What follows belongs to an exercise in optimizing a design on an open flow for small area; a production flow would make more cautious choices. In this exercise RTL edits were held to simulation tests only and were not proved equivalent to the original. Power figures rest on the tool's default switching activity, not on a simulated workload.

==> flow/flow/run.sh <==
#!/bin/bash
# ORFS flow with the standard synthesis script, except that ABC maps
# with abc_map.script (one restructuring round instead of five), plus
# smaller port buffers and a lighter clock tree. make's output goes to
# standard.log; ORFS keeps each step's log in orfs/logs.
set -euo pipefail
here=$(pwd)
bash standard.sh \
  "SYNTH_SCRIPT=$here/flow/my_synth.tcl" \
  "BUFFER_PORTS_ARGS=-buffer_cell sky130_fd_sc_hd__buf_1" \
  "CTS_ARGS=-sink_clustering_enable -repair_clock_nets -buf_list sky130_fd_sc_hd__clkbuf_8 -sink_clustering_size 16 -sink_clustering_max_diameter 50 -dont_use_dummy_load" \
  finish > standard.log 2>&1
==> flow/flow/abc_map.script <==
&get -n
&st
&dch
&nf
&st
&syn2
&if -g -K 6
&synch2
&nf
&put
topo
dnsize -c
==> flow/flow/my_synth.tcl <==
# The standard synthesis script (synth_recipe.tcl), with ABC's mapping
# script swapped for abc_map.script beside this file. Everything else,
# flip-flop mapping included, is the standard synthesis.
set my_abc_script [file join [file dirname [file normalize [info script]]] abc_map.script]
proc synth {args} { yosys synth -nofsm -noshare {*}$args }
proc abc {args} {
  set i [lsearch -exact $args -script]
  if { $i >= 0 } { lset args [expr { $i + 1 }] $::my_abc_script }
  yosys abc {*}$args
}
source $::env(SCRIPTS_DIR)/synth.tcl
# left out here: clear keep_hierarchy, flatten, clean up, hide names made inside functions, write 1_2_yosys.v
==> flow/standard.sh <==
#!/bin/bash
# synth_recipe.tcl (not shown) runs the flow's synth.tcl, then flattens the netlist and writes it again
# the make line also repeats each setting of config.mk as NAME=value (left out here)
make -C /OpenROAD-flow-scripts/flow DESIGN_CONFIG=/design/flow/config.mk WORK_HOME=/design/flow/orfs CLKGATE_MAP_FILE= SYNTH_SCRIPT=/design/flow/synth_recipe.tcl "${@:-finish}"
==> flow/config.mk <==
export PLATFORM = sky130hd
export DESIGN_NAME = sorted_ready_queue
export DESIGN_NICKNAME = sorted_ready_queue
export VERILOG_FILES = /design/flow/design.v
export SDC_FILE = /design/flow/constraint.sdc
export NUM_CORES = 4
export LEC_CHECK = 0
export CAP_MARGIN = 10
export CORE_MARGIN = 2
export CORE_UTILIZATION = 50
export SETUP_SLACK_MARGIN = 0.15
export SLEW_MARGIN = 10
==> flow/constraint.sdc <==
create_clock -name core_clock -period 5.5 [get_ports {clk}]
set_input_delay 1.1000 -clock core_clock [delete_from_list [all_inputs] [get_ports {clk}]]
set_output_delay 1.1000 -clock core_clock [all_outputs]
set_load 0.01 [all_outputs]
==> flow/design.v <==
`default_nettype none
package srq_pkg;
  localparam int QUEUE_DEPTH_DEF = 16;
  localparam int TIME_BITS_DEF   = 32;
  localparam int ENTRY_BITS      = 8 + TIME_BITS_DEF;
  localparam logic [1:0] CMD_ENQUEUE = 2'd0;
  localparam logic [1:0] CMD_SORT_IN = 2'd1;
  localparam logic [1:0] CMD_DEQUEUE = 2'd2;
  localparam logic [1:0] CMD_READ    = 2'd3;
endpackage
`default_nettype wire
`default_nettype none
module srq_cell #(
  parameter int TIME_BITS = srq_pkg::TIME_BITS_DEF,
  parameter int W         = 8 + TIME_BITS
) (
  input  wire logic                 clk,
  input  wire logic                 sel_hold,
  input  wire logic                 sel_left,
  input  wire logic                 sel_right,
  input  wire logic                 sel_new,
  input  wire logic [W-1:0]         new_word,
  input  wire logic [W-1:0]         left_word,
  input  wire logic [W-1:0]         right_word,
  input  wire logic [TIME_BITS-1:0] new_time,
  output logic                      ge,
  output logic [W-1:0]              word
);
  logic [W-1:0] word_r;
  logic [TIME_BITS:0] c;
  assign c[0] = 1'b1;
  for (genvar i = 0; i < TIME_BITS; i++) begin : g_rip
    assign c[i+1] = (word_r[i] & ~new_time[i]) | (word_r[i] & c[i]) | (~new_time[i] & c[i]);
  end
  assign ge = c[TIME_BITS];
  always_ff @(posedge clk) begin
    word_r <= ({W{sel_hold}}  & word_r)
            | ({W{sel_left}}  & left_word)
            | ({W{sel_right}} & right_word)
            | ({W{sel_new}}   & new_word);
  end
  assign word = word_r;
endmodule
`default_nettype wire
`default_nettype none
module sorted_ready_queue #(
  parameter int QUEUE_DEPTH = srq_pkg::QUEUE_DEPTH_DEF,
  parameter int TIME_BITS   = srq_pkg::TIME_BITS_DEF
) (
  input  wire logic clk,
  input  wire logic rst_n,
  input  wire logic start,
  output logic      busy,
  input  wire logic [41:0] in_data,
  output logic      out_strobe,
  output logic [46:0] out_data
);
  localparam int W     = 8 + TIME_BITS;
  localparam int CNT_W = $clog2(QUEUE_DEPTH + 1);
  logic [1:0] cmd;
  assign cmd = in_data[41:40];
  logic [CNT_W-1:0] count_r;
  logic             pend_r;
  logic             strobe_r, found_r, full_r;
  logic             stg_valid_r, stg_sort_r;
  logic [W-1:0]     stg_word_r;
  logic is_insert, is_sort, is_take, is_deq;
  logic full, empty;
  assign is_insert = !cmd[1];
  assign is_sort   = (cmd == srq_pkg::CMD_SORT_IN);
  assign is_take   = cmd[1];
  assign is_deq    = (cmd == srq_pkg::CMD_DEQUEUE);
  assign full  = (count_r == CNT_W'(QUEUE_DEPTH));
  assign empty = (count_r == '0);
  logic [CNT_W-1:0] row_end_r;
  logic [TIME_BITS-1:0] stg_time;
  assign stg_time = stg_word_r[TIME_BITS-1:0];
  logic [W-1:0] word [0:QUEUE_DEPTH+1];
  logic         ge   [0:QUEUE_DEPTH-1];
  assign word[0]             = stg_word_r;
  assign word[QUEUE_DEPTH+1] = stg_word_r;
  logic                 place_sort;
  logic [QUEUE_DEPTH:0] hit_self;
  logic [QUEUE_DEPTH:0] upto;    
  logic [QUEUE_DEPTH:0] first;
  assign place_sort = stg_valid_r && stg_sort_r;
  for (genvar k = 0; k < QUEUE_DEPTH; k++) begin : g_hit
    logic live;
    assign live = (CNT_W'(k) < row_end_r);
    if (k == 0) begin : g0
      assign hit_self[k] = !pend_r && (!live || (place_sort && ge[k]));
    end else begin : gk
      assign hit_self[k] = !live || (place_sort && ge[k]);
    end
  end
  assign hit_self[QUEUE_DEPTH] = 1'b1;
  assign upto[0]  = hit_self[0];
  assign first[0] = hit_self[0];
  for (genvar k = 1; k <= QUEUE_DEPTH; k++) begin : g_upto
    assign upto[k]  = upto[k-1] | hit_self[k];
    assign first[k] = hit_self[k] && !upto[k-1];
  end
  for (genvar k = 0; k < QUEUE_DEPTH; k++) begin : g_cell
    logic s_hold, s_left, s_right, s_new, prev_hit;
    if (k == 0) begin : g0
      assign prev_hit = 1'b0;
    end else begin : gk
      assign prev_hit = upto[k-1];
    end
    assign s_hold  = pend_r ? upto[k] : !upto[k];
    assign s_right = pend_r && !upto[k+1];
    assign s_new   = pend_r ? first[k+1] : first[k];
    assign s_left  = !pend_r && prev_hit;
    srq_cell #(
      .TIME_BITS (TIME_BITS)
    ) u_cell (
      .clk        (clk),
      .sel_hold   (s_hold),
      .sel_left   (s_left),
      .sel_right  (s_right),
      .sel_new    (s_new),
      .new_word   (stg_word_r),
      .left_word  (word[k]),
      .right_word (word[k+2]),
      .new_time   (stg_time),
      .ge         (ge[k]),
      .word       (word[k+1])
    );
  end
  assign busy = 1'b0;
  always_ff @(posedge clk) begin
    if (!rst_n) begin
      count_r     <= '0;
      row_end_r   <= '0;
      pend_r      <= 1'b0;
      stg_valid_r <= 1'b0;
      strobe_r    <= 1'b0;
    end else begin
      strobe_r    <= start;
      row_end_r   <= count_r;
      pend_r      <= start && is_deq && !empty;
      stg_valid_r <= start && is_insert && !full;
      if (start && is_insert && !full) begin
        count_r <= count_r + CNT_W'(1);
      end else if (start && is_deq && !empty) begin
        count_r <= count_r - CNT_W'(1);
      end
    end
  end
  always_ff @(posedge clk) begin
    stg_word_r <= in_data[W-1:0];
    stg_sort_r <= is_sort;
    if (start) begin
      found_r <= is_take && !empty;
      full_r  <= is_insert && full;
    end
  end
  assign out_strobe = strobe_r;
  assign out_data   = {word[1] & {W{found_r}}, found_r, full_r, 5'(count_r)};
endmodule
`default_nettype wire
==> results.ini, run 1 <==
[global_route]
antenna_found_initial = 2
grt_pass1_vias = 32837
grt_usage_pct = 33.5
grt_pass1_wl_mm = 191
overflow = 0
grt_max_degree = 106

[logic_synthesis]
synth_top_area_share_pct = 41.2
yosysSeqAreaShare_pct = 41.4
synth_top_cell_by_area = dfxtp_1
syn_nets = 3704
synth_ff_type = dfxtp_1
syn_avg_cell_area_um2 = 9.25
netlist_area_um2 = 33700
ys_async_sr_fraction_pct = 0
yosys.cell_types.count = 68
yosys_warnings = 5
synthCells = 3640
synth.area.top_cells = dfxtp_1, a222oi_1, nand2_1, o31ai_1, a22o_1
yosysMostFrequentCell = dfxtp_1
synth-seq-cells = 696
synth_commonest_cells = dfxtp_1, nand2_1, a222oi_1
synth-edff-count = 2

[route]
detail_route.iter0.violations = 6116
ant_nets = 0
drt-met1-wl_mm = 55.4
drtPass1Iterations = 13
remaining_drc_errors = 0
via_count = 35474
wl_met3_mm = 12.6
top_layer = met4
via_per_inst = 7.35
routedWlPerCell_um = 25.3
drt-total-wl_mm = 122
wl_met2_mm = 51.5

[clock_network]
cts_buffer_depth = 3
cts-root-buf = clkbuf_8
cts.sinks = 696
cts_max_level = 3
insertion_delay_ps = 720
cts_tree = yes
cts_made_buffers = 87
post_cts_buffers = 0
clk_transition_reported_paths_ps = 90

[worst_setup_path]
cp_slowest_cell = or4_1
timing.critical_path.mode_cell = buf_4
critPathLaunchType = flip-flop
crit_family = compound AO/OA/AOI/OAI gates
max_stage_delay_ps = 650
timing.rr.end = g_cell[9].u_cell.word_r[9]
ff2ff_path_depth = 15
r2r-start = stg_word_r[13]
ff2ff_setup_slack_ps = 440
crit_path_end_kind = flip-flop
crit_cells = 15
worstPathMaxFanout = 40
cp.buffers_inverters = 2
crit_chain = nor2b_1 > a2111oi_1 > o2111ai_1 > a21oi_1 > o21ai_0 > a21o_1 > nor2_1 > o31ai_1 > buf_4 > or4_1 > or3_2 > ha_1 > buf_4 > a22o_1 > a221o_1
required_ps = 6030
worst-setup-path-type = flip-flop to flip-flop
cp.arrival_ps = 5600

[hold_path]
hold_class = flip-flop to flip-flop
holdPathStages = 2
hold_end = g_cell[1].u_cell.word_r[36]
hold_path.startpoint = g_cell[0].u_cell.word_r[36]

[power_and_ir_drop]
power_mw = 22.1
power_density_nw_per_um2 = 586
leakage_nw = 13.9
ir_worst_vdd_mv = 0.509

[timing]
rsz0062_at_grt = no
maxSlewHeadroom_pct = 20.8
tightest_slew_ps = 1180
period_minus_slack_ps = 5060
clock.fmax_mhz = 197
hold_violations = 0
final.setup.tns_ps = 0
skew_ps = 74.1
period_share_pct = 92.1
slew_viol_final = 0
setup_viol = 0

[floorplanning]
dieHeight_um = 264
fp-row-count = 95
ios = 94
start_util_pct = 50.3
die_w_um = 264
core_area_um2 = 66900
dieArea_um2 = 69500

[place]
dp_hpwl_mm = 86.6
place_area_um2 = 36400
place.gp.congestion = 0.911
portBuffers = 92
numPlacedInstances = 4739

[status]
status = timing/DRC/antenna clean

[cells_and_area]
nNetsFinal = 4020
final_cells = 4828
layout-drive-gt1-share_pct = 7.26
stdcell_area_um2 = 37700
nFillCells = 6199
synthToLayoutAreaGrowth_pct = 11.8

[run]
cap_violations = 0

## layer usage
layer	vias up	GRT usage [%]
li1	16148	-
met1	17178	50.4
met2	1985	49.4
met3	163	5.46
met4	0	8.53
met5	-	0
## flip-flops by register name (all words and copies together) (netlist names)
| register | cells |
|---|---|
| strobe_r | 1 |
| row_end_r | 5 |
| pend_r | 1 |
| found_r | 1 |
| stg_word_r | 40 |
| full_r | 1 |
| count_r | 5 |
| stg_valid_r | 1 |
| g_cell.u_cell.word_r | 640 |
| stg_sort_r | 1 |
## cell type report
cell class                      count  area (um^2)  area share (%)
Antenna cell                        1         2.50         0.00664
Multi-Input combinational cell   2823        19600            51.9
Tap cell                          873         1090            2.90
Inverter                          118          475            1.26
Clock buffer                       87         1200            3.18
Timing Repair Buffer              230         1410            3.73
Sequential cell                   696        14000            37.0
## cell families (layout without fill, tap and decap cells)
logic type	Yosys count	count (layout)	share of synthesized area, %
XOR/XNOR	6	6	0.156
other	1	2	0.0111
flip-flops	696	696	41.4
AND/OR/NAND/NOR	1057	1057	14.5
multiplexers	5	5	0.152
AO/OA/AOI/OAI	1723	1723	41.3
buffers and inverters	121	435	1.38
adder cells (fa/ha/maj)	31	31	1.08
## cells in the final DEF, fill, tap and decap left out, types with 15 or more instances in the layout
master     instances
o22ai_1          183
o21ai_0           69
buf_4            135
nor2_1            71
nand3_1           27
a2bb2oi_1         16
nand2_1          604
o2111ai_1         16
o211ai_1          33
nor2b_1           70
a31oi_1           89
clkinv_2          21
nand2b_1          61
o31ai_1          283
a22oi_1          167
a22o_1           167
a211oi_1          19
buf_1             92
a221o_1           69
and2_0            96
clkbuf_8          87
a2111oi_0         15
a21oi_1           52
nor3_1            49
dfxtp_1          693
clkinv_1          95
a222oi_1         446
## per-stage QoR
step | setup WS [ps] | util [%] | hold WS, ps
2_1_floorplan | 39.0 | - | 431
3_3_place_gp | 122 | 54.4 | 459
3_5_place_dp | 53.4 | 54.4 | 460
4_1_cts | 161 | 56.2 | 406
5_1_grt | 157 | 56.3 | 436
6_report | 436 | 56.3 | 460
## how the worst max path moves through the flow
stage	start	end	slack, ps
after floorplan	stg_word_r[1]	g_cell[13].u_cell.word_r[0]	40
after global placement	stg_word_r[11]	g_cell[14].u_cell.word_r[32]	120
after detailed placement	stg_word_r[11]	g_cell[10].u_cell.word_r[37]	50
after CTS	stg_word_r[11]	g_cell[10].u_cell.word_r[5]	160
after global routing	stg_word_r[8]	g_cell[13].u_cell.word_r[1]	160
final	stg_word_r[13]	g_cell[9].u_cell.word_r[9]	440
## power by group
part	total, mW	switching, mW	internal, mW	leakage, nW
clock	3.21	1.82	1.40	0.626
combinational	7.87	3.92	3.96	7.45
sequential	11.0	3.47	7.53	5.85
total	22.1	9.20	12.9	13.9
## worst register-to-register path, cell delays in order (launching register included)
cell	delay, ps
dfxtp_1	490
nor2b_1	100
a2111oi_1	610
o2111ai_1	220
a21oi_1	410
o21ai_0	220
a21o_1	210
nor2_1	100
o31ai_1	70
buf_4	190
or4_1	650
or3_2	510
ha_1	290
buf_4	260
a22o_1	320
a221o_1	260
## timing repair
| action | 4_1_cts | 5_1_grt |
|---|---|---|
| cloned | 0 | 0 |
| hold buffers | 0 | 0 |
| setup endpoints to repair | 119 | 222 |
| gates resized for setup | 3 | 9 |
==> run 2: changes to the inputs <==
==> flow/flow/abc_map.script (replaced) <==
&get -n
&st
&dch
&nf
&st
&syn2
&if -g -K 6
&synch2
&nf
&st
&dch
&nf
&put
topo
dnsize -c
--- a/flow/config.mk
+++ b/flow/config.mk
@@ -8,5 +8,5 @@
 export CAP_MARGIN = 10
 export CORE_MARGIN = 2
 export CORE_UTILIZATION = 50
-export SETUP_SLACK_MARGIN = 0.15
+export SETUP_SLACK_MARGIN = 0.1
 export SLEW_MARGIN = 10
==> results.ini, run 2 <==
[logic_synthesis]
yosys.cell_types.count = 68  ; unchanged
ys_async_sr_fraction_pct = 0  ; unchanged
synth_top_cell_by_area = dfxtp_1  ; unchanged
synth_xor_area_share_pct = 0.105  ; was 0.156%
netlist_area_um2 = 33400  ; was 33700 um^2
syn_avg_cell_area_um2 = 9.39  ; was 9.25 um^2
yosys.area_share.simple_pct = 13.8  ; was 14.5%
synth_commonest_cells = dfxtp_1, nand2_1, a222oi_1  ; unchanged
yosys.area_share.adder_pct = 0.915  ; was 1.08%
yosysMostFrequentCell = dfxtp_1  ; unchanged
synth-seq-cells = 696  ; unchanged
yosys_warnings = 5  ; unchanged
synth-edff-count = 2  ; unchanged
syn_nets = 3620  ; was 3704
yosysSeqAreaShare_pct = 41.8  ; was 41.4%
synth_top_family_by_area = compound AO/OA/AOI/OAI gates  ; unchanged
synth.area.top_cells = dfxtp_1, a222oi_1, a221o_1, nand2_1, a22oi_1  ; was dfxtp_1, a222oi_1, nand2_1, o31ai_1, a22o_1
synthCells = 3556  ; was 3640
synth_ff_type = dfxtp_1  ; unchanged
synth_compound_area_share_pct = 41.5  ; was 41.3%
synth_top_area_share_pct = 41.6  ; was 41.2%
synth.area.mux_share_pct = 0.0337  ; was 0.152%

[place]
portBuffers = 92  ; unchanged
place.gp.congestion = 0.907  ; was 0.911
dp_hpwl_mm = 86.8  ; was 86.6 mm
pre_cts_slack_ps = 161  ; was 53.4 ps
place_area_um2 = 36300  ; was 36400 um^2

[worst_setup_path]
crit_path_end_kind = flip-flop  ; unchanged
required_ps = 6030  ; about the same
cp.buffers_inverters = 5  ; was 2
ff2ff_setup_slack_ps = 300  ; was 440 ps
max_stage_delay_ps = 490  ; was 650 ps
crit_chain = clkinv_8 > a22oi_2 > o221ai_2 > a211oi_1 > a2111oi_0 > buf_4 > o31ai_1 > a31oi_1 > nor2_2 > and4_4 > clkinv_1 > nor2_1 > clkinv_1 > or2_0 > ha_1 > buf_12 > a221o_1  ; was nor2b_1 > a2111oi_1 > o2111ai_1 > a21oi_1 > o21ai_0 > a21o_1 > nor2_1 > o31ai_1 > buf_4 > or4_1 > or3_2 > ha_1 > buf_4 > a22o_1 > a221o_1
ff2ff_path_depth = 17  ; was 15
crit_family = compound AO/OA/AOI/OAI gates  ; unchanged
r2r-start = stg_word_r[13]  ; unchanged
worstPathMaxFanout = 35  ; was 40
timing.critical_path.mode_cell = clkinv_1  ; was buf_4
timing.rr.end = g_cell[8].u_cell.word_r[5]  ; was g_cell[9].u_cell.word_r[9]
cp.arrival_ps = 5730  ; was 5600 ps
worst-setup-path-type = flip-flop to flip-flop  ; unchanged
cp_slowest_cell = dfxtp_4  ; was or4_1
critPathLaunchType = flip-flop  ; unchanged

[global_route]
grt_pass1_wl_mm = 190  ; was 191 mm
grt_max_degree = 82  ; was 106
grt_pass1_vias = 32259  ; was 32.8k
overflow = 0  ; unchanged
grt_usage_pct = 33.7  ; was 33.5%
antenna_found_initial = 1  ; was 2

[power_and_ir_drop]
switching_power_mw = 8.20  ; was 9.20 mW
p_sw_share_pct = 39.9  ; was 41.7%
sequentialPowerShare_pct = 52.8  ; was 49.8%
leakage_nw = 13.9  ; about the same
ir_worst_vdd_mv = 0.264  ; was 0.509 mV
power_density_nw_per_um2 = 547  ; was 586 nW/um^2
clock_power_share_pct = 15.4  ; was 14.5%
p_int_mw = 12.3  ; was 12.9 mW
p_comb_share_pct = 31.9  ; was 35.6%

[timing]
rsz0062_at_grt = no  ; unchanged
clock.fmax_mhz = 192  ; was 197 MHz
setup_viol = 0  ; unchanged
final.setup.tns_ps = 0  ; unchanged
period_minus_slack_ps = 5200  ; was 5060 ps
hold_violations = 0  ; unchanged
skew_ps = 70.1  ; was 74.1 ps
maxSlewHeadroom_pct = 16.3  ; was 20.8%
slew_viol_final = 0  ; unchanged
setup_ws_ps = 305  ; was 436 ps
tightest_slew_ps = 1250  ; was 1180 ps
period_share_pct = 94.5  ; was 92.1%
fin_hold_ws_ps = 463  ; was 460 ps

[cells_and_area]
multi_input_area_um2 = 19100  ; was 19600 um^2
largestRegisters = g_cell.u_cell.word_r (640), stg_word_r (40)  ; unchanged
layout-drive-gt1-share_pct = 7.77  ; was 7.26%
layout_commonest_cell = dfxtp_1  ; unchanged
nFillCells = 5973  ; was 6199
stdcell_area_um2 = 37500  ; was 37700 um^2
mostFrequentLayoutCells = dfxtp_1, nand2_1, a222oi_1  ; unchanged
largest_reg_flops = 640  ; unchanged
regMostFlops = g_cell.u_cell.word_r  ; unchanged
synthToLayoutAreaGrowth_pct = 12.3  ; was 11.8%
regArea_um2 = 14000  ; about the same
nNetsFinal = 3928  ; was 4020
fin_util_pct = 56.8  ; was 56.3%

[floorplanning]
ios = 94  ; unchanged
dieHeight_um = 262  ; was 264 um
dieArea_um2 = 68800  ; was 69500 um^2
die_w_um = 262  ; was 264 um
fp-row-count = 94  ; was 95
core_area_um2 = 66000  ; was 66900 um^2
start_util_pct = 50.6  ; was 50.3%

[clock_network]
ctsHoldBuffers = 0  ; unchanged
cts_tree = yes  ; unchanged
clk_transition_reported_paths_ps = 90  ; about the same
cts_buffer_depth = 3  ; unchanged
cts.sinks = 696  ; unchanged
cts_max_level = 3  ; unchanged
cts-root-buf = clkbuf_8  ; unchanged
cts_made_buffers = 84  ; was 87
cts_resized = 0  ; was 3
insertion_delay_ps = 710  ; was 720 ps
post_cts_buffers = 0  ; unchanged

[route]
detail_route.iter0.violations = 6068  ; was 6116
ant_nets = 0  ; unchanged
drtPass1Iterations = 10  ; was 13
routedWlPerCell_um = 25.7  ; was 25.3 um
remaining_drc_errors = 0  ; unchanged
drt-total-wl_mm = 122  ; about the same
via_per_inst = 7.41  ; was 7.35
via_count = 35031  ; was 35.5k

[status]
status = timing/DRC/antenna clean  ; unchanged

[hold_path]
hold_end = g_cell[1].u_cell.word_r[34]  ; was g_cell[1].u_cell.word_r[36]
hold_path.startpoint = g_cell[0].u_cell.word_r[34]  ; was g_cell[0].u_cell.word_r[36]
holdPathStages = 2  ; unchanged
hold_class = flip-flop to flip-flop  ; unchanged

[run]
cap_violations = 0  ; unchanged

run 2: changes by cell type after synthesis, sizes merged, moves of 36 or more:
cell    before  now
o21ai       71  171
a222oi     446  366
clkinv     118  154
a22o       167  129
o311ai       4   44
o22ai      183  141
o31ai      283   48
a221o       69  219
a32o         0   82
a31oi       89    8
run 2: cell families (layout without fill, tap and decap cells):
group | count (synthesis) | in the layout
AO/OA/AOI/OAI | 1659 | 1659
XOR/XNOR | 4 | 4
adder cells (fa/ha/maj) | 25 | 25
buffers and inverters | 157 | 463
flip-flops | 696 | 696
multiplexers | 1 | 1
other | 1 | 2
AND/OR/NAND/NOR | 1013 | 1013
run 2: worst min-delay path, delay by kind of cell, from the launching register on:
kind                   cells  cell delay, ps
buffers and inverters      1              40
AOI/OAI and AO/OA          1              70
DFF                        1             320
run 2: cell type report:
cell class	count	area share (%)
multi-input combinational	2703	50.9
sequential	696	37.4
timing repair buffer	225	3.85
clock buffer	84	3.08
tap	864	2.88
inverter	154	1.94
antenna	1	0.00667
run 2: metrics by stage:
step | total power, mW | instances
5_1_grt | 21.8 | 4727
3_5_place_dp | 17.2 | 4642
4_1_cts | 20.3 | 4726
6_report | 20.5 | 4727
3_3_place_gp | 16.8 | 4642
2_1_floorplan | 14.7 | 3556
run 2: power by group through the flow:
| stage | sequential [mW] | clock, mW | combinational (mW) |
|---|---|---|---|
| global route | 11.1 | 3.39 | 7.25 |
| global placement | 10.6 | 0 | 6.26 |
| finish | 10.8 | 3.15 | 6.54 |
| CTS | 10.6 | 3.21 | 6.49 |
| detailed placement | 10.7 | 0 | 6.46 |
| floorplan | 9.55 | 0 | 5.14 |
run 2: metal layers:
metal	routed length (um)	up-vias	track usage (%)
li1	-	15808	-
met1	54500	17027	50.1
met2	51300	2013	49.5
met3	13200	183	6.15
met4	2770	0	9.55
met5	0	-	0
run 2: worst max path at each step:
stage	from	end	slack, ps	cells after the start
6_report	stg_word_r[13]	g_cell[8].u_cell.word_r[5]	300	17
5_1_grt	stg_word_r[6]	g_cell[14].u_cell.word_r[34]	110	16
4_1_cts	stg_word_r[1]	g_cell[14].u_cell.word_r[34]	160	15
3_5_place_dp	stg_word_r[1]	g_cell[14].u_cell.word_r[34]	160	15
3_3_place_gp	stg_word_r[1]	g_cell[14].u_cell.word_r[36]	330	15
2_1_floorplan	stg_word_r[14]	g_cell[13].u_cell.word_r[0]	-760	12
==> run 3: changes to the inputs <==
--- a/flow/flow/run.sh
+++ b/flow/flow/run.sh
@@ -8,5 +8,5 @@
 bash standard.sh \
   "SYNTH_SCRIPT=$here/flow/my_synth.tcl" \
   "BUFFER_PORTS_ARGS=-buffer_cell sky130_fd_sc_hd__buf_1" \
-  "CTS_ARGS=-sink_clustering_enable -repair_clock_nets -buf_list sky130_fd_sc_hd__clkbuf_8 -sink_clustering_size 16 -sink_clustering_max_diameter 50 -dont_use_dummy_load" \
+  "CTS_ARGS=-sink_clustering_enable -repair_clock_nets -buf_list sky130_fd_sc_hd__clkbuf_4 -sink_clustering_size 12 -sink_clustering_max_diameter 40 -dont_use_dummy_load" \
   finish > standard.log 2>&1
--- a/flow/config.mk
+++ b/flow/config.mk
@@ -5,8 +5,8 @@
 export SDC_FILE = /design/flow/constraint.sdc
 export NUM_CORES = 4
 export LEC_CHECK = 0
-export CAP_MARGIN = 10
+export CAP_MARGIN = 5
 export CORE_MARGIN = 2
 export CORE_UTILIZATION = 50
-export SETUP_SLACK_MARGIN = 0.1
-export SLEW_MARGIN = 10
+export SETUP_SLACK_MARGIN = 0.05
+export SLEW_MARGIN = 5
==> results.ini, run 3 <==
[worst_setup_path]
critPathLaunchType = flip-flop  ; unchanged
worst-setup-path-type = flip-flop to flip-flop  ; unchanged
worstPathMaxFanout = 29  ; was 35
cp.arrival_ps = 5960  ; was 5730 ps
ff2ff_setup_slack_ps = 300  ; about the same
required_ps = 6260  ; was 6030 ps
crit_path_end_kind = flip-flop  ; unchanged

[place]
portBuffers = 92  ; unchanged
place.gp.congestion = 0.893  ; was 0.907
numPlacedInstances = 4645  ; was 4642
pre_cts_slack_ps = 46.6  ; was 161 ps
dp_hpwl_mm = 86.9  ; was 86.8 mm

[power_and_ir_drop]
ir_worst_vdd_mv = 0.221  ; was 0.264 mV
leakage_nw = 13.8  ; was 13.9 nW
p_int_mw = 11.9  ; was 12.3 mW
p_sw_share_pct = 40.6  ; was 39.9%
clock_power_share_pct = 13.6  ; was 15.4%
sequentialPowerShare_pct = 53.8  ; was 52.8%
switching_power_mw = 8.16  ; was 8.20 mW
power_density_nw_per_um2 = 539  ; was 547 nW/um^2
power_mw = 20.1  ; was 20.5 mW
p_comb_share_pct = 32.6  ; was 31.9%

[timing]
rsz0062_at_grt = no  ; unchanged
setup_ws_ps = 299  ; was 305 ps
clock.fmax_mhz = 192  ; about the same
tightest_slew_ps = 1130  ; was 1250 ps
period_minus_slack_ps = 5200  ; about the same
period_share_pct = 94.6  ; was 94.5%
skew_ps = 109  ; was 70.1 ps
slew_viol_final = 0  ; unchanged
hold_violations = 0  ; unchanged
setup_viol = 0  ; unchanged
fin_hold_ws_ps = 236  ; was 463 ps
maxSlewHeadroom_pct = 24.5  ; was 16.3%

[logic_synthesis]
netlist_area_um2 = 33400  ; unchanged
syn_avg_cell_area_um2 = 9.39  ; unchanged
synth-edff-count = 2  ; unchanged
synthCells = 3556  ; unchanged
yosysSeqAreaShare_pct = 41.8  ; unchanged
yosys_warnings = 5  ; unchanged
synth_top_cell_by_area = dfxtp_1  ; unchanged
synth.area.top_cells = dfxtp_1, a222oi_1, a221o_1, nand2_1, a22oi_1  ; unchanged
synth_commonest_cells = dfxtp_1, nand2_1, a222oi_1  ; unchanged
yosys.cell_types.count = 68  ; unchanged
synth-seq-cells = 696  ; unchanged
yosysMostFrequentCell = dfxtp_1  ; unchanged
syn_nets = 3620  ; unchanged
synth_top_area_share_pct = 41.6  ; unchanged
synth_ff_type = dfxtp_1  ; unchanged
ys_async_sr_fraction_pct = 0  ; unchanged

[floorplanning]
die_w_um = 262  ; unchanged
ios = 94  ; unchanged
start_util_pct = 50.6  ; unchanged
dieArea_um2 = 68800  ; unchanged
core_area_um2 = 66000  ; unchanged
dieHeight_um = 262  ; unchanged
fp-row-count = 94  ; unchanged

[global_route]
use_met3_pct = 6.30  ; was 6.15%
grt_max_degree = 81  ; was 82
grtUsageMet2_pct = 48.8  ; was 49.5%
grt_pass1_vias = 32538  ; was 32.3k
antenna_found_initial = 3  ; was 1
busiest_layer = met1  ; unchanged
overflow = 0  ; unchanged
grtUsageMet1_pct = 50.3  ; was 50.1%
grt_usage_pct = 33.5  ; was 33.7%
grt_pass1_wl_mm = 190  ; about the same

[cells_and_area]
nNetsFinal = 3963  ; was 3928
largest_reg_flops = 640  ; unchanged
regMostFlops = g_cell.u_cell.word_r  ; unchanged
layout-drive-gt1-share_pct = 8.57  ; was 7.77%
largestRegisters = g_cell.u_cell.word_r (640), stg_word_r (40)  ; unchanged
synthToLayoutAreaGrowth_pct = 11.5  ; was 12.3%
final_cells = 4765  ; was 4727
mostFrequentLayoutCells = dfxtp_1, nand2_1, a222oi_1  ; unchanged
layout_commonest_cell = dfxtp_1  ; unchanged
fin_util_pct = 56.4  ; was 56.8%

[clock_network]
cts_max_level = 3  ; unchanged
cts_buffer_depth = 3  ; unchanged
post_cts_buffers = 0  ; unchanged
clk_transition_reported_paths_ps = 90  ; about the same
cts-root-buf = clkbuf_4  ; was clkbuf_8
cts_made_buffers = 116  ; was 84
cts.sinks = 696  ; unchanged
insertion_delay_ps = 960  ; was 710 ps
cts_tree = yes  ; unchanged

[route]
ant_nets = 0  ; unchanged
routedWlPerCell_um = 25.4  ; was 25.7 um
detail_route.iter0.violations = 6420  ; was 6068
drtPass1Iterations = 13  ; was 10
drt-total-wl_mm = 121  ; was 122 mm
via_count = 35353  ; was 35.0k
remaining_drc_errors = 0  ; unchanged
via_per_inst = 7.42  ; was 7.41

[run]
cap_violations = 0  ; unchanged

[status]
status = timing/DRC/antenna clean  ; unchanged

[hold_path]
hold_class = input pin to flip-flop  ; was flip-flop to flip-flop

[run 3: changes by cell type in the layout (fill, tap and decap cells not counted), moves of 2 or more]
| cell | previous run | this run |
|---|---|---|
| clkbuf_4 | 0 | 116 |
| clkbuf_8 | 84 | 0 |
| buf_4 | 125 | 128 |
| diode_2 | 1 | 4 |
| nor2b_2 | 0 | 2 |
| nor2b_4 | 2 | 0 |
[run 3: cell type report]
class,instances,area [um^2]
sequential,696,14000
inverter,154,722
antenna,4,10.0
multi-input combinational,2703,19100
fill,6078,28800
timing repair buffer,228,1470
clock buffer,116,871
tap,864,1080
[run 3: critical path, stage by stage (launching register included)]
cell,delay (ps)
dfxtp_4,530
clkinv_4,280
o22ai_1,230
a21oi_1,70
o311a_1,380
o21ai_1,370
a211oi_1,190
o32a_1,480
nor4b_2,350
and4_4,340
clkinv_1,110
nor2_1,210
clkinv_1,130
or2_0,240
ha_1,480
buf_12,250
a221o_1,350
[run 3: cell families (layout without fill, tap and decap cells)]
family | count (synthesis) | after routing | synth area share (%)
AO/OA/AOI/OAI | 1659 | 1659 | 41.5
XOR/XNOR | 4 | 4 | 0.105
adder cells (fa/ha/maj) | 25 | 25 | 0.915
buffers and inverters | 157 | 498 | 1.80
flip-flops | 696 | 696 | 41.8
multiplexers | 1 | 1 | 0.0337
other | 1 | 5 | 0.0112
AND/OR/NAND/NOR | 1013 | 1013 | 13.8
[run 3: through the flow]
step	TNS, ps	cell area, um^2
floorplan	-85930	33700
global placement	0	36300
detailed placement	0	36300
CTS	0	37200
global route	0	37200
finish	0	37200
[run 3: timing repair]
action                                  4_1_cts  5_1_grt
endpoints found under the setup margin        2      224
hold buffers                                  0        0
resized for setup                             1        6
[run 3: per-layer routing]
| metal | routed length (um) | share of wire (%) |
|---|---|---|
| met5 | 0 | 0 |
| met2 | 50700 | 42 |
| met4 | 2620 | 2.2 |
| met3 | 13400 | 11 |
| met1 | 54500 | 45 |
[run 3: power by group through the flow]
| stage | logic (mW) | clock network, mW | registers (mW) |
|---|---|---|---|
| after floorplan | 5.13 | 0 | 9.55 |
| after global placement | 6.26 | 0 | 10.6 |
| after detailed placement | 6.45 | 0 | 10.7 |
| after CTS | 6.48 | 2.79 | 10.6 |
| after global routing | 7.25 | 2.99 | 11.1 |
| final | 6.54 | 2.74 | 10.8 |
[run 3: worst paths after layout]
check / startpoint / to / depth (start not counted)
setup / recovery: stg_word_r[3] / g_cell[8].u_cell.word_r[1] / 16
hold / removal: in_data[7] / stg_word_r[7] / 1
setup reg to reg: stg_word_r[3] / g_cell[8].u_cell.word_r[1] / 16
hold reg to reg: g_cell[0].u_cell.word_r[34] / g_cell[1].u_cell.word_r[34] / 2
==> run 4: changes to the inputs <==
==> flow/flow/abc_map.script (replaced) <==
&get -n
&st
&dch
&nf
&st
&syn2
&if -g -K 4
&synch2
&nf
&st
&dc2
&dch
&nf
&put
topo
dnsize -c
==> results.ini, run 4 <==
[global_route]
overflow = 0  ; unchanged
grt_pass1_vias = 30645  ; was 32.5k
antenna_found_initial = 2  ; was 3
grt_pass1_wl_mm = 182  ; was 190 mm
grt_usage_pct = 33.8  ; was 33.5%
grt_max_degree = 57  ; was 81

[logic_synthesis]
yosys.area_share.simple_pct = 9.93  ; was 13.8%
synth-seq-cells = 696  ; unchanged
synth_xor_area_share_pct = 0.0821  ; was 0.105%
syn_nets = 3414  ; was 3620
synth_top_family_by_area = compound AO/OA/AOI/OAI gates  ; unchanged
synth.area.top_cells = dfxtp_1, a222oi_1, a221o_1, nand2_1, a22o_1  ; was dfxtp_1, a222oi_1, a221o_1, nand2_1, a22oi_1
synth-edff-count = 2  ; unchanged
yosys_warnings = 5  ; unchanged
synth.area.mux_share_pct = 0  ; was 0.0337%
synth_commonest_cells = dfxtp_1, nand2_1, a222oi_1  ; unchanged
yosys.cell_types.count = 60  ; was 68
yosys.area_share.adder_pct = 0.766  ; was 0.915%
synth_ff_type = dfxtp_1  ; unchanged
yosysMostFrequentCell = dfxtp_1  ; unchanged
syn_avg_cell_area_um2 = 9.55  ; was 9.39 um^2
ys_async_sr_fraction_pct = 0  ; unchanged
yosysSeqAreaShare_pct = 43.6  ; was 41.8%
netlist_area_um2 = 32000  ; was 33400 um^2
synthCells = 3350  ; was 3556
synth_top_area_share_pct = 43.4  ; was 41.6%
synth_compound_area_share_pct = 43.9  ; was 41.5%
synth_top_cell_by_area = dfxtp_1  ; unchanged

[timing]
maxSlewHeadroom_pct = 31.3  ; was 24.5%
clock.fmax_mhz = 190  ; was 192 MHz
skew_ps = 104  ; was 109 ps
setup_viol = 0  ; unchanged
slew_viol_final = 0  ; unchanged
fin_hold_ws_ps = 222  ; was 236 ps
tightest_slew_ps = 1020  ; was 1130 ps
period_minus_slack_ps = 5260  ; was 5200 ps
rsz0062_at_grt = yes  ; was no
period_share_pct = 95.7  ; was 94.6%
hold_violations = 0  ; unchanged

[route]
routedWlPerCell_um = 25.5  ; was 25.4 um
via_count = 33722  ; was 35.4k
ant_nets = 0  ; unchanged
remaining_drc_errors = 0  ; unchanged
detail_route.iter0.violations = 5797  ; was 6420
drtPass1Iterations = 10  ; was 13
drt-total-wl_mm = 117  ; was 121 mm
via_per_inst = 7.36  ; was 7.42

[worst_setup_path]
required_ps = 6330  ; was 6260 ps
critPathLaunch = stg_word_r[20]  ; was stg_word_r[3]
r2r-start = stg_word_r[20]  ; was stg_word_r[3]
cp.arrival_ps = 6090  ; was 5960 ps
cp.buffers_inverters = 3  ; was 4
timing.rr.end = g_cell[14].u_cell.word_r[12]  ; was g_cell[8].u_cell.word_r[1]
critPathLaunchType = flip-flop  ; unchanged
crit_family = compound AO/OA/AOI/OAI gates  ; unchanged
ff2ff_path_depth = 18  ; was 16
crit_cells = 18  ; was 16
crit_end = g_cell[14].u_cell.word_r[12]  ; was g_cell[8].u_cell.word_r[1]
crit_chain = clkinv_4 > a22o_1 > o21bai_1 > a221oi_1 > o31ai_2 > a222oi_1 > o211ai_1 > a41oi_2 > o22a_1 > o211ai_1 > or4_4 > nor4_4 > nand2_1 > buf_4 > ha_4 > buf_16 > a222oi_1 > o21ai_0  ; was clkinv_4 > o22ai_1 > a21oi_1 > o311a_1 > o21ai_1 > a211oi_1 > o32a_1 > nor4b_2 > and4_4 > clkinv_1 > nor2_1 > clkinv_1 > or2_0 > ha_1 > buf_12 > a221o_1
max_stage_delay_ps = 660  ; was 530 ps
ff2ff_setup_slack_ps = 240  ; was 300 ps
worst-setup-path-type = flip-flop to flip-flop  ; unchanged
worstPathMaxFanout = 20  ; was 29
crit_path_end_kind = flip-flop  ; unchanged
cp_slowest_cell = dfxtp_1  ; was dfxtp_4

[cells_and_area]
largest_reg_flops = 640  ; unchanged
largestRegisters = g_cell.u_cell.word_r (640), stg_word_r (40)  ; unchanged
regMostFlops = g_cell.u_cell.word_r  ; unchanged
stdcell_area_um2 = 36300  ; was 37200 um^2
layout-drive-gt1-share_pct = 10.1  ; was 8.57%
regArea_um2 = 14000  ; about the same
layout_commonest_cell = dfxtp_1  ; unchanged
synthToLayoutAreaGrowth_pct = 13.3  ; was 11.5%
multi_input_area_um2 = 17800  ; was 19100 um^2
nFillCells = 5676  ; was 6078
nNetsFinal = 3801  ; was 3963
fin_util_pct = 57.4  ; was 56.4%
mostFrequentLayoutCells = dfxtp_1, nand2_1, a222oi_1  ; unchanged

[power_and_ir_drop]
power_density_nw_per_um2 = 549  ; was 539 nW/um^2
power_mw = 19.9  ; was 20.1 mW
leakage_nw = 13.5  ; was 13.8 nW
ir_worst_vdd_mv = 0.301  ; was 0.221 mV

[floorplanning]
dieHeight_um = 257  ; was 262 um
fp-row-count = 92  ; was 94
die_w_um = 257  ; was 262 um
core_area_um2 = 63200  ; was 66000 um^2
dieArea_um2 = 66000  ; was 68800 um^2
start_util_pct = 50.6  ; about the same
ios = 94  ; unchanged

[place]
portBuffers = 92  ; unchanged
place_area_um2 = 35100  ; was 36300 um^2
place.gp.congestion = 0.921  ; was 0.893
dp_hpwl_mm = 81.2  ; was 86.9 mm

[clock_network]
cts_made_buffers = 113  ; was 116
clk_transition_reported_paths_ps = 100  ; was 90 ps
cts_tree = yes  ; unchanged
ctsHoldBuffers = 0  ; unchanged
cts-root-buf = clkbuf_4  ; unchanged
cts_max_level = 3  ; unchanged
cts_buffer_depth = 3  ; unchanged
cts.sinks = 696  ; unchanged
insertion_delay_ps = 960  ; about the same

[status]
status = timing/DRC/antenna clean  ; unchanged

[run]
cap_violations = 0  ; unchanged

[hold_path]
hold_class = input pin to flip-flop  ; unchanged

## run 4: cell count changes in the layout (fill, tap and decap cells not counted), moves of 60 or more
cell,delta
a222oi_1,+60
a22o_1,+61
a32o_1,-81
nand2_1,-87
nand3_1,-60
o21ai_0,+121
## run 4: worst min-delay path by stage
| stage | start | endpoint | slack (ps) | cells after the start |
|---|---|---|---|---|
| 4_1_cts | in_data[7] | stg_word_r[7] | 140 | 1 |
| 5_1_grt | in_data[7] | stg_word_r[7] | 140 | 1 |
| 6_report | in_data[7] | stg_word_r[7] | 220 | 1 |
| 2_1_floorplan | g_cell[7].u_cell.word_r[33] | g_cell[6].u_cell.word_r[33] | 430 | 2 |
| 3_3_place_gp | g_cell[8].u_cell.word_r[34] | g_cell[7].u_cell.word_r[34] | 450 | 2 |
| 3_5_place_dp | g_cell[8].u_cell.word_r[34] | g_cell[7].u_cell.word_r[34] | 450 | 2 |
## run 4: through the flow
step | std cells | TNS [ps] | setup slack (ps)
2_1_floorplan | 3350 | -29750 | -301
3_3_place_gp | 4453 | -170 | -38.6
3_5_place_dp | 4453 | -427 | -61.1
4_1_cts | 4566 | 0 | 75.6
5_1_grt | 4583 | -20.0 | -6.76
6_report | 4583 | 0 | 236
## run 4: cell families (layout without fill, tap and decap cells)
family / Yosys count / count (layout)
flops: 696 / 696
buf+inv: 146 / 531
other cells: 1 / 3
xor+xnor: 3 / 3
simple gates: 723 / 723
fa+ha+maj: 19 / 19
compound gates: 1762 / 1762
## run 4: per-layer routing
metal,share of wire (%),vias to the layer above,GRT usage (%),wire [um]
met2,40,2082,47.6,46900
li1,-,15217,-,-
met5,0,-,0,0
met4,1.8,0,8.20,2130
met3,13,168,6.90,14600
met1,46,16255,52.1,53300
## run 4: area by class of cell
class	count	area share [%]
timing repair inverter	1	0.0138
clock buffer	113	2.34
antenna	2	0.0138
multi-input combinational	2508	49.1
sequential	696	38.5
inverter	143	1.76
tap	846	2.92
timing repair buffer	274	5.26
## run 4: power breakdown
part / internal [mW] / switching [mW] / leakage [nW]
sequential: 7.45 / 3.25 / 5.85
clock: 0.930 / 1.77 / 0.520
combinational: 3.64 / 2.89 / 7.15
total: 12.0 / 7.90 / 13.5
## run 4: timing repair
action / in CTS / in global routing
resized for setup: 2 / 57
cloned: 0 / 1
setup buffers: 0 / 14
setup endpoints to repair: 42 / 320
pin swaps: 1 / 68
==> run 5: changes to the inputs <==
--- a/flow/flow/run.sh
+++ b/flow/flow/run.sh
@@ -8,5 +8,5 @@
 bash standard.sh \
   "SYNTH_SCRIPT=$here/flow/my_synth.tcl" \
   "BUFFER_PORTS_ARGS=-buffer_cell sky130_fd_sc_hd__buf_1" \
-  "CTS_ARGS=-sink_clustering_enable -repair_clock_nets -buf_list sky130_fd_sc_hd__clkbuf_4 -sink_clustering_size 12 -sink_clustering_max_diameter 40 -dont_use_dummy_load" \
+  "CTS_ARGS=-sink_clustering_enable -repair_clock_nets -buf_list sky130_fd_sc_hd__clkbuf_4 -sink_clustering_size 10 -sink_clustering_max_diameter 35 -dont_use_dummy_load" \
   finish > standard.log 2>&1
==> results.ini, run 5 <==
[clock_network]
cts_max_level = 4  ; was 3
cts-root-buf = clkbuf_4  ; unchanged
cts_buffer_depth = 3  ; unchanged
ctsHoldBuffers = 0  ; unchanged
insertion_delay_ps = 1020  ; was 960 ps
cts_tree = yes  ; unchanged
cts_made_buffers = 137  ; was 113
clk_transition_reported_paths_ps = 100  ; about the same
cts.sinks = 696  ; unchanged

[global_route]
grt_pass1_vias = 30790  ; was 30.6k
grt_usage_pct = 34.0  ; was 33.8%
overflow = 0  ; unchanged
grt_pass1_wl_mm = 182  ; about the same
grt_max_degree = 57  ; unchanged
antenna_found_initial = 2  ; unchanged

[logic_synthesis]
yosysSeqAreaShare_pct = 43.6  ; unchanged
synth-seq-cells = 696  ; unchanged
ys_async_sr_fraction_pct = 0  ; unchanged
yosys_warnings = 5  ; unchanged
synth_top_cell_by_area = dfxtp_1  ; unchanged
netlist_area_um2 = 32000  ; unchanged
yosys.cell_types.count = 60  ; unchanged
synth_top_area_share_pct = 43.4  ; unchanged
syn_nets = 3414  ; unchanged
synth_ff_type = dfxtp_1  ; unchanged
synth.area.top_cells = dfxtp_1, a222oi_1, a221o_1, nand2_1, a22o_1  ; unchanged
synth-edff-count = 2  ; unchanged
synth_commonest_cells = dfxtp_1, nand2_1, a222oi_1  ; unchanged
syn_avg_cell_area_um2 = 9.55  ; unchanged
yosysMostFrequentCell = dfxtp_1  ; unchanged
synthCells = 3350  ; unchanged

[route]
drt-total-wl_mm = 117  ; about the same
via_count = 34011  ; was 33.7k
remaining_drc_errors = 0  ; unchanged
routedWlPerCell_um = 25.5  ; about the same
drtPass1Iterations = 14  ; was 10
ant_nets = 0  ; unchanged
via_per_inst = 7.38  ; was 7.36
detail_route.iter0.violations = 6035  ; was 5797

[power_and_ir_drop]
switching_power_mw = 8.00  ; was 7.90 mW
p_sw_share_pct = 39.5  ; was 39.7%
clock_power_share_pct = 14.7  ; was 13.5%
ir_worst_vdd_mv = 0.277  ; was 0.301 mV
power_density_nw_per_um2 = 555  ; was 549 nW/um^2
leakage_nw = 13.6  ; was 13.5 nW
p_int_mw = 12.2  ; was 12.0 mW
sequentialPowerShare_pct = 52.9  ; was 53.7%
p_comb_share_pct = 32.3  ; was 32.8%

[hold_path]
hold_class = input pin to flip-flop  ; unchanged

[timing]
maxSlewHeadroom_pct = 37.3  ; was 31.3%
fin_hold_ws_ps = 163  ; was 222 ps
hold_violations = 0  ; unchanged
setup_viol = 0  ; unchanged
slew_viol_final = 0  ; unchanged
period_share_pct = 95.9  ; was 95.7%
skew_ps = 103  ; was 104 ps
tightest_slew_ps = 933  ; was 1020 ps
rsz0062_at_grt = yes  ; unchanged
period_minus_slack_ps = 5280  ; was 5260 ps
clock.fmax_mhz = 190  ; about the same

[cells_and_area]
regArea_um2 = 14000  ; about the same
regMostFlops = g_cell.u_cell.word_r  ; unchanged
largest_reg_flops = 640  ; unchanged
largestRegisters = g_cell.u_cell.word_r (640), stg_word_r (40)  ; unchanged
synthToLayoutAreaGrowth_pct = 13.9  ; was 13.3%
stdcell_area_um2 = 36500  ; was 36300 um^2
mostFrequentLayoutCells = dfxtp_1, nand2_1, a222oi_1  ; unchanged
layout-drive-gt1-share_pct = 10.6  ; was 10.1%
layout_commonest_cell = dfxtp_1  ; unchanged
multi_input_area_um2 = 17800  ; about the same
nFillCells = 5673  ; was 5676
final_cells = 4611  ; was 4583
nNetsFinal = 3826  ; was 3801

[status]
status = timing/DRC/antenna clean  ; unchanged

[worst_setup_path]
critPathLaunchType = flip-flop  ; unchanged
worst-setup-path-type = flip-flop to flip-flop  ; unchanged
worstPathMaxFanout = 9  ; was 20
cp.arrival_ps = 6150  ; was 6090 ps
required_ps = 6370  ; was 6330 ps
ff2ff_setup_slack_ps = 220  ; was 240 ps
crit_path_end_kind = flip-flop  ; unchanged

[run]
cap_violations = 0  ; unchanged

[place]
dp_hpwl_mm = 81.2  ; unchanged
place_area_um2 = 35100  ; unchanged
place.gp.congestion = 0.921  ; unchanged
portBuffers = 92  ; unchanged
numPlacedInstances = 4453  ; unchanged

[floorplanning]
start_util_pct = 50.6  ; unchanged
fp-row-count = 92  ; unchanged
die_w_um = 257  ; unchanged
dieArea_um2 = 66000  ; unchanged
dieHeight_um = 257  ; unchanged
core_area_um2 = 63200  ; unchanged
ios = 94  ; unchanged

[run 5: cell families (layout without fill, tap and decap cells)]
kind of cell,count (synthesis),count (layout),synth area share [%]
and+or+nand+nor,723,723,9.93
AOI/OAI and AO/OA,1762,1762,43.9
other,1,6,0.0117
DFF,696,696,43.6
adders and majority gates,19,19,0.766
xor gates and xnor gates,3,3,0.0821
buffers and inverters,146,556,1.75
[run 5: per-stage QoR]
step           utilization [%]  power [mW]  worst slack [ps]  TNS, ps
2_1_floorplan                -        14.6              -301   -29750
3_3_place_gp              55.6        16.7             -38.6     -170
3_5_place_dp              55.6        17.0             -61.1     -427
4_1_cts                   57.2        19.9               122        0
5_1_grt                   57.7        21.5              9.23        0
6_report                  57.7        20.2               224        0
[run 5: cell type report]
cell class / count / share of cell area [%]
clock buffer: 137 / 2.82
sequential: 696 / 38.3
multi-input combinational: 2508 / 48.9
inverter: 143 / 1.75
timing repair buffer: 276 / 5.29
antenna: 5 / 0.0343
tap: 846 / 2.90
[run 5: worst paths after layout]
path | startpoint | end | depth (start not counted)
worst max-delay path | stg_word_r[1] | g_cell[14].u_cell.word_r[38] | 21
worst min-delay path | in_data[30] | stg_word_r[30] | 1
worst max register to register | stg_word_r[1] | g_cell[14].u_cell.word_r[38] | 21
worst min register to register | g_cell[8].u_cell.word_r[34] | g_cell[7].u_cell.word_r[34] | 2
[run 5: timing repair]
| item | in CTS | in global routing |
|---|---|---|
| pin swaps | 1 | 64 |
| setup buffers | 2 | 14 |
| resized for setup | 2 | 66 |
| setup endpoints to repair | 66 | 320 |
[run 5: worst max-delay path, cell delays in order, from the launching register on]
cell and delay (ps):
dfxtp_4 430, buf_4 140, nand2b_1 50, a221oi_1 270
o21ai_1 130, a222oi_1 330, o21ai_1 150, a21oi_2 200
o31ai_2 120, a222oi_1 360, o211ai_1 170, a41oi_2 280
o22a_1 180, o211ai_1 200, or4_4 570, nor4_4 360
nand2_1 130, buf_4 160, ha_4 270, buf_12 160
a222oi_1 370, o21ai_1 120
[run 5: power groups by stage]
stage / clock [mW] / sequential [mW] / combinational, mW
3_3_place_gp: 0 / 10.5 / 6.15
3_5_place_dp: 0 / 10.6 / 6.34
2_1_floorplan: 0 / 9.54 / 5.09
6_report: 2.98 / 10.7 / 6.54
5_1_grt: 3.24 / 11.0 / 7.26
4_1_cts: 3.02 / 10.5 / 6.39
[run 5: metal layers]
layer	global-route usage, %	vias up	wire length [um]
met4	9.43	0	1880
met3	6.40	148	14400
met5	0	-	0
li1	-	15282	-
met1	52.5	16519	53900
met2	47.7	2062	47300
==> run 6: changes to the inputs <==
==> flow/flow/abc_map.script (replaced) <==
&get -n
&st
&dch
&nf
&st
&if -g -K 4
&synch2
&nf
&st
&dc2
&dch
&nf
&put
topo
dnsize -c
==> results.ini, run 6 <==
[status]
status = timing/DRC/antenna clean  ; unchanged

[logic_synthesis]
ys_async_sr_fraction_pct = 0  ; unchanged
synth_commonest_cells = nand2_1, dfxtp_1, a222oi_1  ; was dfxtp_1, nand2_1, a222oi_1
synthCells = 3474  ; was 3350
yosys.area_share.adder_pct = 0.832  ; was 0.766%
synth.area.mux_share_pct = 0.0353  ; was 0%
synth_xor_area_share_pct = 0.0825  ; was 0.0821%
netlist_area_um2 = 31900  ; was 32000 um^2
synth_top_cell_by_area = dfxtp_1  ; unchanged
yosysSeqAreaShare_pct = 43.8  ; was 43.6%
yosys.cell_types.count = 61  ; was 60
synth_top_area_share_pct = 43.6  ; was 43.4%
syn_nets = 3538  ; was 3414
synth_ff_type = dfxtp_1  ; unchanged
synth.area.top_cells = dfxtp_1, a222oi_1, nand2_1, a22oi_1, o22ai_1  ; was dfxtp_1, a222oi_1, a221o_1, nand2_1, a22o_1
yosysMostFrequentCell = nand2_1  ; was dfxtp_1
yosys_warnings = 5  ; unchanged
syn_avg_cell_area_um2 = 9.17  ; was 9.55 um^2
synth_compound_area_share_pct = 41.0  ; was 43.9%
synth-edff-count = 2  ; unchanged
yosys.area_share.simple_pct = 12.3  ; was 9.93%
synth-seq-cells = 696  ; unchanged
synth_top_family_by_area = compound AO/OA/AOI/OAI gates  ; unchanged

[worst_setup_path]
ff2ff_setup_slack_ps = 270  ; was 220 ps
required_ps = 6370  ; about the same
worstPathMaxFanout = 40  ; was 9
worst-setup-path-type = flip-flop to flip-flop  ; unchanged
crit_path_end_kind = flip-flop  ; unchanged
critPathLaunchType = flip-flop  ; unchanged
cp.arrival_ps = 6100  ; was 6150 ps

[clock_network]
cts_tree = yes  ; unchanged
cts-root-buf = clkbuf_4  ; unchanged
clk_transition_reported_paths_ps = 80  ; was 100 ps
cts_buffer_depth = 3  ; unchanged
cts_max_level = 4  ; unchanged
cts.sinks = 696  ; unchanged
cts_made_buffers = 139  ; was 137
insertion_delay_ps = 1020  ; about the same

[power_and_ir_drop]
p_comb_share_pct = 30.9  ; was 32.3%
sequentialPowerShare_pct = 54.0  ; was 52.9%
p_int_mw = 11.9  ; was 12.2 mW
power_density_nw_per_um2 = 546  ; was 555 nW/um^2
switching_power_mw = 7.76  ; was 8.00 mW
ir_worst_vdd_mv = 0.268  ; was 0.277 mV
leakage_nw = 13.5  ; was 13.6 nW
p_sw_share_pct = 39.5  ; about the same
clock_power_share_pct = 15.1  ; was 14.7%

[global_route]
grt_max_degree = 42  ; was 57
antenna_found_initial = 1  ; was 2
grt_pass1_wl_mm = 175  ; was 182 mm
grt_pass1_vias = 30505  ; was 30.8k
overflow = 0  ; unchanged
grt_usage_pct = 32.0  ; was 34.0%

[place]
place_area_um2 = 34800  ; was 35100 um^2
pre_cts_slack_ps = -13.8  ; was -61.1 ps
portBuffers = 92  ; unchanged
place.gp.congestion = 0.872  ; was 0.921
dp_hpwl_mm = 80.0  ; was 81.2 mm

[timing]
skew_ps = 100  ; was 103 ps
final.setup.tns_ps = 0  ; unchanged
setup_viol = 0  ; unchanged
slew_viol_final = 0  ; unchanged
maxSlewHeadroom_pct = 20.0  ; was 37.3%
setup_ws_ps = 267  ; was 224 ps
period_share_pct = 95.1  ; was 95.9%
period_minus_slack_ps = 5230  ; was 5280 ps
tightest_slew_ps = 1200  ; was 933 ps
hold_violations = 0  ; unchanged
rsz0062_at_grt = no  ; was yes
clock.fmax_mhz = 191  ; was 190 MHz

[run]
cap_violations = 0  ; unchanged

[hold_path]
hold_class = input pin to flip-flop  ; unchanged

[cells_and_area]
regMostFlops = g_cell.u_cell.word_r  ; unchanged
multi_input_area_um2 = 17600  ; was 17800 um^2
largestRegisters = g_cell.u_cell.word_r (640), stg_word_r (40)  ; unchanged
fin_util_pct = 57.0  ; was 57.7%
stdcell_area_um2 = 36000  ; was 36500 um^2
layout-drive-gt1-share_pct = 9.41  ; was 10.6%
layout_commonest_cell = nand2_1  ; was dfxtp_1
nNetsFinal = 3913  ; was 3826
regArea_um2 = 14000  ; about the same
largest_reg_flops = 640  ; unchanged
synthToLayoutAreaGrowth_pct = 12.9  ; was 13.9%
nFillCells = 5898  ; was 5673
mostFrequentLayoutCells = nand2_1, dfxtp_1, a222oi_1  ; was dfxtp_1, nand2_1, a222oi_1

[route]
via_per_inst = 7.12  ; was 7.38
drt-total-wl_mm = 110  ; was 117 mm
ant_nets = 0  ; unchanged
remaining_drc_errors = 0  ; unchanged
via_count = 33435  ; was 34.0k
routedWlPerCell_um = 23.4  ; was 25.5 um
detail_route.iter0.violations = 5683  ; was 6035
drtPass1Iterations = 11  ; was 14

[floorplanning]
dieHeight_um = 256  ; was 257 um
ios = 94  ; unchanged
dieArea_um2 = 65800  ; was 66000 um^2
start_util_pct = 50.5  ; was 50.6%
core_area_um2 = 63100  ; was 63200 um^2
fp-row-count = 92  ; unchanged
die_w_um = 256  ; was 257 um

-- run 6: changes by cell type in the layout (fill, tap and decap cells not counted), moves of 25 or more --
cell / previous run / this run
o211ai_1: 9 / 34
a222oi_1: 426 / 515
o31ai_1: 8 / 44
a22o_1: 190 / 52
a221o_1: 187 / 19
o21ai_0: 279 / 207
nand2_1: 496 / 738
buf_4: 164 / 126
a22oi_1: 179 / 274
-- run 6: power by group through the flow --
| stage | clock network [mW] | logic, mW | registers (mW) |
|---|---|---|---|
| 2_1_floorplan | 0 | 4.85 | 9.49 |
| 3_3_place_gp | 0 | 5.75 | 10.4 |
| 3_5_place_dp | 0 | 5.98 | 10.6 |
| 4_1_cts | 3.04 | 6.01 | 10.5 |
| 5_1_grt | 3.24 | 6.81 | 11.0 |
| 6_report | 2.96 | 6.07 | 10.6 |
-- run 6: layout make-up --
cell class,count,area share (%)
multi-input cells,2620,48.8
inverters,155,1.90
clock buffers,139,2.90
repair buffers,237,4.58
flip-flops and latches,696,38.9
diodes,1,0.00695
well taps,846,2.94
-- run 6: path summary, 6_finish.rpt --
kind                                             startpoint                            to  cells past startpoint
worst min-delay path                             in_data[5]                 stg_word_r[5]                      1
worst min register to register  g_cell[4].u_cell.word_r[38]   g_cell[3].u_cell.word_r[38]                      2
worst max register to register   g_cell[1].u_cell.word_r[1]  g_cell[14].u_cell.word_r[34]                     22
worst max-delay path             g_cell[1].u_cell.word_r[1]  g_cell[14].u_cell.word_r[34]                     22
-- run 6: stage by stage --
stage	hold WS (ps)	cells	total power, mW
2_1_floorplan	430	3474	14.3
5_1_grt	119	4694	21.0
3_5_place_dp	454	4547	16.6
4_1_cts	75.4	4686	19.5
6_report	175	4694	19.7
3_3_place_gp	453	4547	16.2
-- run 6: timing repair --
action                     4_1_cts  5_1_grt
setup endpoints to repair       22      306
setup buffers                    0        6
resized for setup                2       18
gates cloned                     0        1
pin swaps                        0       15
hold buffers                     0        0
-- run 6: critical path, cell delays in order (launching register included) --
cell and delay [ps]:
dfxtp_1 340, nand2b_1 160, a221oi_2 230, o21ai_1 120
a2bb2oi_2 150, o211a_1 170, o211ai_1 130, a221o_1 330
a222oi_1 370, o2111ai_1 230, a21o_1 240, a221o_1 370
nor4_1 190, buf_4 190, clkinvlp_4 110, nor3_2 130
buf_4 190, and4_4 260, nand3_1 120, ha_1 350
buf_12 180, a222oi_1 350, o21ai_0 150
-- run 6: cells by family after synthesis --
| family | Yosys count |
|---|---|
| AOI/OAI and AO/OA | 1657 |
| buffers and inverters | 158 |
| and+or+nand+nor | 937 |
| DFF | 696 |
| xor gates and xnor gates | 3 |
| other | 1 |
| adders and majority gates | 21 |
| muxes | 1 |
-- run 6: per-layer routing --
metal  wire [um]  GRT usage, %  vias to the layer above
met5           0             0                        -
met4        2000          8.74                        0
met3       11200          6.09                      165
met2       45800          46.4                     1719
met1       51100          48.3                    16115
li1            -             -                    15436
==> run 7: changes to the inputs <==
--- a/flow/config.mk
+++ b/flow/config.mk
@@ -7,6 +7,6 @@
 export LEC_CHECK = 0
 export CAP_MARGIN = 5
 export CORE_MARGIN = 2
-export CORE_UTILIZATION = 50
+export CORE_UTILIZATION = 60
 export SETUP_SLACK_MARGIN = 0.05
 export SLEW_MARGIN = 5
==> results.ini, run 7 <==
[logic_synthesis]
synthCells = 3474  ; unchanged
yosysSeqAreaShare_pct = 43.8  ; unchanged
ys_async_sr_fraction_pct = 0  ; unchanged
synth_commonest_cells = nand2_1, dfxtp_1, a222oi_1  ; unchanged
syn_nets = 3538  ; unchanged
synth-edff-count = 2  ; unchanged
synth_ff_type = dfxtp_1  ; unchanged
synth.area.top_cells = dfxtp_1, a222oi_1, nand2_1, a22oi_1, o22ai_1  ; unchanged
synth_top_area_share_pct = 43.6  ; unchanged
netlist_area_um2 = 31900  ; unchanged
synth_top_cell_by_area = dfxtp_1  ; unchanged
yosys.cell_types.count = 61  ; unchanged

[route]
drt-total-wl_mm = 107  ; was 110 mm
via_count = 34015  ; was 33.4k
drtPass1Iterations = 13  ; was 11
via_per_inst = 7.51  ; was 7.12
ant_nets = 0  ; unchanged
detail_route.iter0.violations = 6737  ; was 5683

[place]
pre_cts_slack_ps = 51.1  ; was -13.8 ps
dp_hpwl_mm = 76.6  ; was 80.0 mm
portBuffers = 92  ; unchanged
place.gp.congestion = 0.888  ; was 0.872

[cells_and_area]
nNetsFinal = 3904  ; was 3913
final_cells = 4528  ; was 4694
regMostFlops = g_cell.u_cell.word_r  ; unchanged
synthToLayoutAreaGrowth_pct = 12.1  ; was 12.9%
layout-drive-gt1-share_pct = 9.12  ; was 9.41%
stdcell_area_um2 = 35700  ; was 36000 um^2
mostFrequentLayoutCells = nand2_1, dfxtp_1, a222oi_1  ; unchanged
fin_util_pct = 68.0  ; was 57.0%

[worst_setup_path]
crit_family = compound AO/OA/AOI/OAI gates  ; unchanged
crit_chain = nand2b_1 > a221oi_2 > o21ai_1 > a2bb2oi_1 > o211a_1 > o211ai_1 > a221o_1 > a222oi_1 > o2111ai_1 > a21o_1 > a221o_1 > nor4_4 > buf_4 > clkinv_1 > nor3_2 > buf_4 > and4_4 > nand3_1 > ha_4 > buf_12 > a222oi_1 > o21ai_1  ; was nand2b_1 > a221oi_2 > o21ai_1 > a2bb2oi_2 > o211a_1 > o211ai_1 > a221o_1 > a222oi_1 > o2111ai_1 > a21o_1 > a221o_1 > nor4_1 > buf_4 > clkinvlp_4 > nor3_2 > buf_4 > and4_4 > nand3_1 > ha_1 > buf_12 > a222oi_1 > o21ai_0
cp.buffers_inverters = 4  ; unchanged
r2r-start = g_cell[1].u_cell.word_r[1]  ; unchanged
timing.rr.end = g_cell[14].u_cell.word_r[31]  ; was g_cell[14].u_cell.word_r[34]
cp_slowest_cell = a222oi_1  ; unchanged
max_stage_delay_ps = 380  ; was 370 ps
ff2ff_path_depth = 22  ; unchanged
crit_path_end_kind = flip-flop  ; unchanged
required_ps = 6290  ; was 6370 ps

[clock_network]
clk_transition_reported_paths_ps = 100  ; was 80 ps
cts_max_level = 4  ; unchanged
ctsHoldBuffers = 0  ; unchanged

[hold_path]
hold_class = input pin to flip-flop  ; unchanged
hold_end = stg_word_r[35]  ; was stg_word_r[5]
hold_path.startpoint = in_data[35]  ; was in_data[5]
holdPathStages = 1  ; unchanged

[floorplanning]
die_w_um = 234  ; was 256 um
dieHeight_um = 234  ; was 256 um
fp-row-count = 84  ; was 92
ios = 94  ; unchanged
start_util_pct = 60.6  ; was 50.5%
core_area_um2 = 52600  ; was 63100 um^2

[timing]
tightest_slew_ps = 1280  ; was 1200 ps
clock.fmax_mhz = 193  ; was 191 MHz
setup_viol = 0  ; unchanged
period_minus_slack_ps = 5180  ; was 5230 ps
rsz0062_at_grt = yes  ; was no
fin_hold_ws_ps = 196  ; was 175 ps
maxSlewHeadroom_pct = 14.6  ; was 20.0%
skew_ps = 98.6  ; was 100 ps
hold_violations = 0  ; unchanged
period_share_pct = 94.3  ; was 95.1%

[power_and_ir_drop]
power_density_nw_per_um2 = 549  ; was 546 nW/um^2
ir_worst_vdd_mv = 0.292  ; was 0.268 mV

[global_route]
grt_usage_pct = 37.8  ; was 32.0%
antenna_found_initial = 3  ; was 1
grt_pass1_vias = 30502  ; about the same
grt_pass1_wl_mm = 170  ; was 175 mm

[status]
status = timing/DRC/antenna clean  ; unchanged

[run]
cap_violations = 0  ; unchanged

-- run 7: changes by cell type in the layout (fill, tap and decap cells not counted), moves of 2 or more --
cell        change
buf_12          +3
o21ai_0         -6
clkinvlp_4      -2
clkbuf_4        -9
o21ai_1         +6
-- run 7: per-stage QoR --
step                setup TNS [ps]  power (mW)
detailed placement               0        16.5
global route                     0        20.9
floorplan                  -175230        14.3
global placement                 0        16.1
CTS                              0        19.3
finish                           0        19.6
-- run 7: cells by family (layout without fill, tap and decap cells) --
group           count (synthesis)  count (layout)  share of synthesized area (%)
simple gates                  937             937                           12.3
other cells                     1               3                         0.0118
mux                             1               1                         0.0353
compound gates               1657            1657                           41.0
buf+inv                       158             522                           1.90
flops                         696             696                           43.8
xor+xnor                        3               3                         0.0825
fa+ha+maj                      21              21                          0.832
-- run 7: report_power, final --
part | total [mW] | internal, mW | switching, mW
Combinational | 6.12 | 3.30 | 2.82
Sequential | 10.6 | 7.44 | 3.20
Clock | 2.85 | 1.08 | 1.77
Total | 19.6 | 11.8 | 7.79
-- run 7: worst max-delay path by stage --
stage,endpoint,cells after the start,startpoint
2_1_floorplan,g_cell[12].u_cell.word_r[0],16,stg_word_r[1]
3_3_place_gp,g_cell[13].u_cell.word_r[31],22,stg_word_r[0]
3_5_place_dp,g_cell[14].u_cell.word_r[37],23,stg_word_r[1]
4_1_cts,g_cell[14].u_cell.word_r[31],22,g_cell[1].u_cell.word_r[1]
5_1_grt,g_cell[9].u_cell.word_r[28],23,g_cell[1].u_cell.word_r[1]
6_report,g_cell[14].u_cell.word_r[31],22,g_cell[1].u_cell.word_r[1]
-- run 7: repair_timing --
action | in CTS | in global routing
gates cloned | 0 | 0
endpoints found under the hold margin | 0 | 0
pin swaps | 2 | 19
buffers inserted | 0 | 5
resized for setup | 5 | 14
setup endpoints to repair | 3 | 294
-- run 7: layout make-up --
class,instances,area [um^2]
multi-input combinational,2620,17600
inverter,155,676
timing repair buffer,237,1680
fill,4344,16800
clock buffer,130,976
antenna,2,5.00
tap,688,861
sequential,696,14000
-- run 7: per-layer routing --
metal | wire length, um | GRT usage, %
met1 | 45800 | 56.2
met2 | 45200 | 55.0
met3 | 13900 | 7.68
met4 | 2080 | 11.0
met5 | 0 | 0

## static timing again, ports no longer ideal
No port has a modelled driver above. Below, the same layouts with a new extraction and two added sets of constraints.
Step 1 assumes that a clkbuf_16 drives the clock port and a buf_2 every other input.
Step 2 also shifts input and output timing later by t, the mid clock arrival at the registers, as if the neighbouring blocks saw the same clock.
Slacks: no drivers / after step 1 / after step 2; pairs: no drivers / after step 1.
run	t (ns)	setup slack, ns	worst register clock-pin slew, ns
run 1	0.752	0.436 / 0.436 / 0.436	0.10 / 0.10
run 2	0.739	0.305 / 0.305 / 0.305	0.10 / 0.10
run 3	0.960	0.299 / 0.299 / 0.299	0.12 / 0.12
run 4	0.974	0.236 / 0.236 / 0.236	0.12 / 0.12
run 5	1.025	0.224 / 0.224 / 0.224	0.11 / 0.11
run 6	1.039	0.267 / 0.267 / 0.267	0.11 / 0.11
run 7	1.007	0.315 / 0.315 / 0.315	0.11 / 0.11
After both steps every run listed still meets setup and hold.
